Context: an optimization exercise on an open-source flow, tuned for small area. The choices shown serve that exercise and are no tape-out recipe.
No functional check of the RTL was part of this run.
Power figures rest on the tool's default switching activity, not on a simulated workload.

[design/flow/config.mk]
export PLATFORM = sky130hd
export DESIGN_NAME = regfile_sb
export DESIGN_NICKNAME = regfile_sb
export VERILOG_FILES = /design/flow/design.v
export SDC_FILE = /design/flow/constraint.sdc
export NUM_CORES = 4
export LEC_CHECK = 0
export CAP_MARGIN = 20
export CORE_MARGIN = 2
export CORE_UTILIZATION = 70
export PLACE_DENSITY = 0.8
export SLEW_MARGIN = 20
export SYNTH_HIERARCHICAL = 1
[design/flow/constraint.sdc]
create_clock -name core_clock -period 7.0 [get_ports {clk}]
set_input_delay 1.4000 -clock core_clock [delete_from_list [all_inputs] [get_ports {clk}]]
set_output_delay 1.4000 -clock core_clock [all_outputs]
set_load 0.01 [all_outputs]
[design/flow/design.v]
package regfile_pkg;
    localparam int DEFAULT_ADDRESS_WIDTH = 5;
    localparam int DEFAULT_DATA_WIDTH    = 32;
    typedef logic [DEFAULT_ADDRESS_WIDTH-1:0] reg_addr_t;
    typedef logic [DEFAULT_DATA_WIDTH-1:0]    reg_data_t;
    localparam int REG_ZERO = 0;
    localparam int REG_A0   = 10;
endpackage
module regfile_scoreboard
#(
    parameter int ADDRESS_WIDTH = regfile_pkg::DEFAULT_ADDRESS_WIDTH
) (
    input  logic                        clk,
    input  logic                        rst,
    input  logic                        iss_valid,
    input  logic [ADDRESS_WIDTH-1:0]    iss_rd,
    input  logic                        rel_valid,
    input  logic [ADDRESS_WIDTH-1:0]    rel_rd,
    output logic [2**ADDRESS_WIDTH-1:0] pending,
    output logic                        iss_ready
);
    localparam int DEPTH = 2**ADDRESS_WIDTH;
    logic [DEPTH-1:1] pending_q;
    logic             iss_is_zero;
    logic             claim;
    assign iss_is_zero = (iss_rd == ADDRESS_WIDTH'(regfile_pkg::REG_ZERO));
    assign iss_ready = ~pending[iss_rd] | iss_is_zero |
                       (rel_valid & (rel_rd == iss_rd));
    assign claim = iss_valid & iss_ready & ~iss_is_zero;
    for (genvar r = 1; r < DEPTH; r++) begin : g_pend
        always_ff @(posedge clk or posedge rst) begin
            if (rst) begin
                pending_q[r] <= 1'b0;
            end else if (claim & (iss_rd == ADDRESS_WIDTH'(r))) begin
                pending_q[r] <= 1'b1;
            end else if (rel_valid & (rel_rd == ADDRESS_WIDTH'(r))) begin
                pending_q[r] <= 1'b0;
            end
        end
    end
    assign pending = {pending_q, 1'b0};
endmodule
module regfile_sb
#(
    parameter int ADDRESS_WIDTH = regfile_pkg::DEFAULT_ADDRESS_WIDTH,
    parameter int DATA_WIDTH    = regfile_pkg::DEFAULT_DATA_WIDTH,
    parameter int NUM_READ      = 2,
    parameter int DBG_REG       = regfile_pkg::REG_A0
) (
    input  logic                               clk,
    input  logic                               rst,
    input  logic [NUM_READ*ADDRESS_WIDTH-1:0]  ad_rd,
    output logic [NUM_READ*DATA_WIDTH-1:0]     rd_data,
    output logic [NUM_READ-1:0]                rd_busy,
    input  logic                               we3,
    input  logic [ADDRESS_WIDTH-1:0]           ad3,
    input  logic [DATA_WIDTH-1:0]              wd3,
    input  logic                               iss_valid,
    input  logic [ADDRESS_WIDTH-1:0]           iss_rd,
    output logic                               iss_ready,
    output logic [DATA_WIDTH-1:0]              a0
);
    localparam int DEPTH = 2**ADDRESS_WIDTH;
    logic [DATA_WIDTH-1:0] mem [1:DEPTH-1];
    logic [DEPTH-1:1]      written;
    logic [DEPTH-1:0]      pending;
    logic                  wr_en;
    assign wr_en = we3 & (ad3 != ADDRESS_WIDTH'(regfile_pkg::REG_ZERO));
    for (genvar r = 1; r < DEPTH; r++) begin : g_reg
        logic we;
        assign we = wr_en & (ad3 == ADDRESS_WIDTH'(r));
        always_ff @(posedge clk) begin
            if (we) begin
                mem[r] <= wd3;
            end
        end
        always_ff @(posedge clk or posedge rst) begin
            if (rst) begin
                written[r] <= 1'b0;
            end else if (we) begin
                written[r] <= 1'b1;
            end
        end
    end
    regfile_scoreboard #(
        .ADDRESS_WIDTH (ADDRESS_WIDTH)
    ) u_scoreboard (
        .clk       (clk),
        .rst       (rst),
        .iss_valid (iss_valid),
        .iss_rd    (iss_rd),
        .rel_valid (wr_en),
        .rel_rd    (ad3),
        .pending   (pending),
        .iss_ready (iss_ready)
    );
    for (genvar i = 0; i < NUM_READ; i++) begin : g_rd
        logic [ADDRESS_WIDTH-1:0] addr;
        logic [DEPTH-1:1]         sel;
        assign addr = ad_rd[i*ADDRESS_WIDTH +: ADDRESS_WIDTH];
        regfile_rdsel #(
            .ADDRESS_WIDTH (ADDRESS_WIDTH)
        ) u_sel (
            .addr    (addr),
            .written (written),
            .sel     (sel)
        );
        for (genvar b = 0; b < DATA_WIDTH; b++) begin : g_bit
            logic [DEPTH-1:1] col;
            for (genvar r = 1; r < DEPTH; r++) begin : g_col
                assign col[r] = mem[r][b];
            end
            regfile_aor #(
                .N (DEPTH-1)
            ) u_aor (
                .sel (sel),
                .d   (col),
                .y   (rd_data[i*DATA_WIDTH+b])
            );
        end
        assign rd_busy[i] = pending[addr];
    end
    assign a0 = {DATA_WIDTH{written[DBG_REG]}} & mem[DBG_REG];
endmodule
module regfile_rdsel
#(
    parameter int ADDRESS_WIDTH = regfile_pkg::DEFAULT_ADDRESS_WIDTH
) (
    input  logic [ADDRESS_WIDTH-1:0]    addr,
    input  logic [2**ADDRESS_WIDTH-1:1] written,
    output logic [2**ADDRESS_WIDTH-1:1] sel
);
    for (genvar r = 1; r < 2**ADDRESS_WIDTH; r++) begin : g_sel
        assign sel[r] = (addr == ADDRESS_WIDTH'(r)) & written[r];
    end
endmodule
module regfile_aor
#(
    parameter int N = 31
) (
    input  logic [N:1] sel,
    input  logic [N:1] d,
    output logic       y
);
    assign y = |(sel & d);
endmodule
[design/flow/run.sh]
#!/bin/bash
# synth_recipe.tcl (not shown) runs the flow's synth.tcl, then flattens the netlist and writes it again
# the make line also repeats each setting of config.mk as NAME=value (left out here)
make -C /OpenROAD-flow-scripts/flow DESIGN_CONFIG=/design/flow/config.mk WORK_HOME=/design/flow/orfs CLKGATE_MAP_FILE= SYNTH_SCRIPT=/design/flow/synth_recipe.tcl finish
==> results.toml <==
[worst_setup_path]
cpPeakStageDelay_ns = 0.74
cp.buffers_inverters = 3
rr_worst_depth = 6
setup.worst_path.end_class = "output port"
sequence_of_cells_on_the_critical_path = "clkdlybuf4s50_1 > nor3b_2 > and3_2 > buf_4 > a22oi_1 > nand4_1 > or4_1 > clkdlybuf4s50_1"
worstPathMaxFanout = 18
path_delay_family = "buffers and inverters"
crit_type = "input pin to output port"
reg2reg_setup_slack_ns = 4.92
worst_ep_arrival_time_ns = 4.99
rr_startpoint = "u_scoreboard.pending_q[29]"
critical_path.reg2reg.endpoint = "u_scoreboard.pending_q[10]"
worst-endpoint-required_ns = 5.60
critical-path-slowest-cell = "sky130_fd_sc_hd__clkdlybuf4s50_1"
crit_path_start_kind = "input pin"
critical_path.most_common_cell = "sky130_fd_sc_hd__clkdlybuf4s50_1"

[clock_network]
cts_buffer_depth = 3
cts_buffers = 101
clock-sinks = 1054
post_cts_resize_count = 0
cts_setup_buffers = 0
cts_stage_hold_buffer_count = 0
cts-htree-levels = 3
tritoncts = "built"
clk-insertion-delay-late_ns = 0.67
cts-root-buf = "sky130_fd_sc_hd__clkbuf_16"
clk_transition_reported_paths_ns = 0.06

[power]
internal_power_mw = 10.7
switching_share = 0.230
power.switching_mw = 3.22
p_seq_frac = 0.515
clock_power_share = 0.405
irDropWorstVdd_uv = 237
static_power_due_to_leakage_nw = 16.6
power.density_cell_area_nw_per_um2 = 273
pwr-share-comb = 0.080

[synth]
postSynthCellCount = 2778
synth_fp_nets = 2834
syn-cell-area_sq_um = 44200
ys.warnings.count = 9
synthArstFlopShare = 0.0588
postSynthAreaPerCell_sq_um = 15.9
synth_cell_type_count = 55
post_synthesis_sequential_element_count = 1054
yosysSeqAreaShare = 0.709
synth_enable_flop_cells = 992
synth_flop_cell = "sky130_fd_sc_hd__edfxtp_1"

[flow_run]
max_cap_viols = 0

[layout]
layout.nets = 3162
final_layout_size_suffix_gt1_frac = 0.145
area_taken_by_multi_input_logic_gates_sq_um = 13000
postLayoutCellArea_sq_um = 51200
area.sequential_sq_um = 31300
mostFrequentLayoutCell = "sky130_fd_sc_hd__edfxtp_1"
layout.core_utilization = 0.815
most_frequent_cells_in_the_layout = "992 x sky130_fd_sc_hd__edfxtp_1, 776 x sky130_fd_sc_hd__a22oi_1, 145 x sky130_fd_sc_hd__nand3_1, 145 x sky130_fd_sc_hd__clkdlybuf4s50_1, 130 x sky130_fd_sc_hd__nand4_1"
fillerInstances = 3229
area.growth.synth_to_final_pct = 15.8

[floorplan]
io-pin-count = 155
design.core.area_sq_um = 62700
die_h_um = 255
initial_core_util = 0.704
floorplan.rows = 92
chipWidth_um = 255
fp.dieArea_sq_um = 65100

[sta]
fin_skew_ns = 0.0150
total_count_of_max_transition_violations_in_the_final_report = 0
final_critical_path_setup_slack_ns = 0.613
finalHoldWorstSlack_ns = 0.489
period_utilization = 0.912
finalSetupViolations = 0
slew-limit-headroom = 0.0790
timing.fmax_ghz = 0.157
final_period_minus_worst_setup_slack_ns = 6.39
setup_repair_after_global_routing_missed_its_margin = "false"
worstMarginPinSlew_ns = 1.38
fin_tns_setup_ns = 0
hold_violations = 0

[min_path]
min_delay_path_depth = 1
hp-start = "written[29]"
min_delay_worst_endpoint = "written[29]"
hold_class = "register to register"

[global_route]
grt_antenna_before_repair = 12
grt_pass1_vias = 35200
globalRouteTotalUtil = 0.526
global_route_wire_length_before_repair_um = 238000
grt_overflow_total = 0
maximum_number_of_pins_on_one_net_before_global_route_repair = 34

[drt]
wirelength_um = 171000
routed-via-count = 35400
detailedRoute.firstIterationViolations = 7984
routed_wire_length_per_instance_um = 42.2
post-route-drc-count = 0
post_detailed_route_count_of_antenna_violating_nets = 0
detail_route.vias_per_cell = 8.77
number_of_iterations_in_the_first_detailed_routing_pass = 15

[placement]
place_ws_ns = 0.736
port_buffers = 154
detailed_placer_s_ending_hpwl_um = 96000
placed_area_sq_um = 47700
routabilityCongestion = 0.975

[run_status]
status = "complete, no violations"
[cell type report]
| cell class | count | share of cell area |
|---|---|---|
| clock buffers | 126 | 0.0533 |
| diodes | 4 | 0.000196 |
| clock inverters | 63 | 0.0131 |
| inverters | 4 | 0.000294 |
| flip-flops and latches | 1054 | 0.613 |
| well taps | 846 | 0.0207 |
| multi-input cells | 1699 | 0.254 |
| repair buffers | 246 | 0.0460 |
[power by group through the flow]
stage,Combinational (mW),Clock [mW],Sequential (mW)
6_report,1.12,5.65,7.19
5_1_grt,1.15,5.85,7.20
4_1_cts,1.07,5.61,7.18
3_5_place_dp,1.07,0,7.31
3_3_place_gp,1.04,0,7.29
2_1_floorplan,0.498,0,7.26
[how the worst max path moves through the flow]
stage,to,cells past startpoint,slack [ns],from
3_5_place_dp,rd_data[57],8,0.74,ad_rd[5]
4_1_cts,rd_data[57],8,0.73,ad_rd[5]
3_3_place_gp,rd_data[29],8,0.83,ad_rd[1]
5_1_grt,rd_data[8],8,0.61,ad_rd[1]
6_report,rd_data[44],8,0.61,ad_rd[8]
2_1_floorplan,rd_data[0],5,2.22,ad_rd[2]
[sequential cells by signal, summed over array words and instances, names as in the netlist]
signal                  count
mem                       992
u_scoreboard.pending_q     31
written                    31
[metal layers]
layer	global-route usage	share of wire	vias up	routed length [um]
met5	0.0353	0.0031	-	526
met4	0.388	0.091	33	15500
met3	0.285	0.21	1222	35800
met2	0.702	0.40	4522	68600
met1	0.642	0.29	16600	50300
li1	-	-	13100	-
[stage by stage]
step / instances / total power [mW]
2_1_floorplan: 2778 / 7.75
3_3_place_gp: 3847 / 8.33
3_5_place_dp: 3847 / 8.37
4_1_cts: 4036 / 13.9
5_1_grt: 4038 / 14.2
6_report: 4042 / 14.0
[logic make-up (layout without fill, tap and decap cells)]
| kind of cell | Yosys count | after routing | share of synthesized area |
|---|---|---|---|
| compound gates | 1050 | 1050 | 0.193 |
| simple gates | 596 | 596 | 0.0804 |
| flops | 1054 | 1054 | 0.709 |
| other cells | 1 | 5 | 0.0000849 |
| mux | 47 | 47 | 0.0119 |
| buf+inv | 25 | 439 | 0.00425 |
| xor+xnor | 5 | 5 | 0.000991 |
[synth_stat cells (all sizes together), types with 2 or more instances]
cell type  count  area [sq um]
mux2i         43           430
nand3b         5          37.5
nor3           2          10.0
mux4           4          93.8
a21oi         10          50.1
o21a           4          30.0
inv            4          15.0
clkbuf         7          26.3
xor2           4          35.0
buf           14           146
o31ai         24           190
or2           33           206
edfxtp       992         29800
dfrtp         62          1550
nand2b         8          50.1
nor3b          6          75.1
nand3        145           726
and3          67           427
nor2b         16           100
and2b          3          22.5
nand2         23          86.3
a22oi        776          5830
a211oi         3          35.0
and2          38           238
nor2          44           165
and3b          6          57.6
or4           64           480
a222oi        64           641
a221oi        64           961
a22o          64           561
nand4b         2          17.5
a311o          2          20.0
o21ai         35           175
nand4        130           813

afterwards: timing with drivers on the ports:
The results above use ideal ports. As a check the final layout listed here was re-extracted and re-timed, cells and wires unchanged. Step 1 assumes that a clkbuf_16 drives the clock port and a buf_2 every other input. Step 2 also shifts input and output timing later by t, the mid clock arrival at the registers, as if the neighbouring blocks saw the same clock. a / b / c = ideal ports / drivers / drivers and shift; a / b = the first two.
shift t [ns]: 0.732
slack for setup (ns): 0.613 / 0.571 / 0.571
worst setup path after step 2: input to output
worst data-port slew with drivers (ns): 0.17
After both steps setup and hold are still met in this run. The setup slack of this run moves by -0.042 ns with the drivers and by -0.042 ns with both steps.
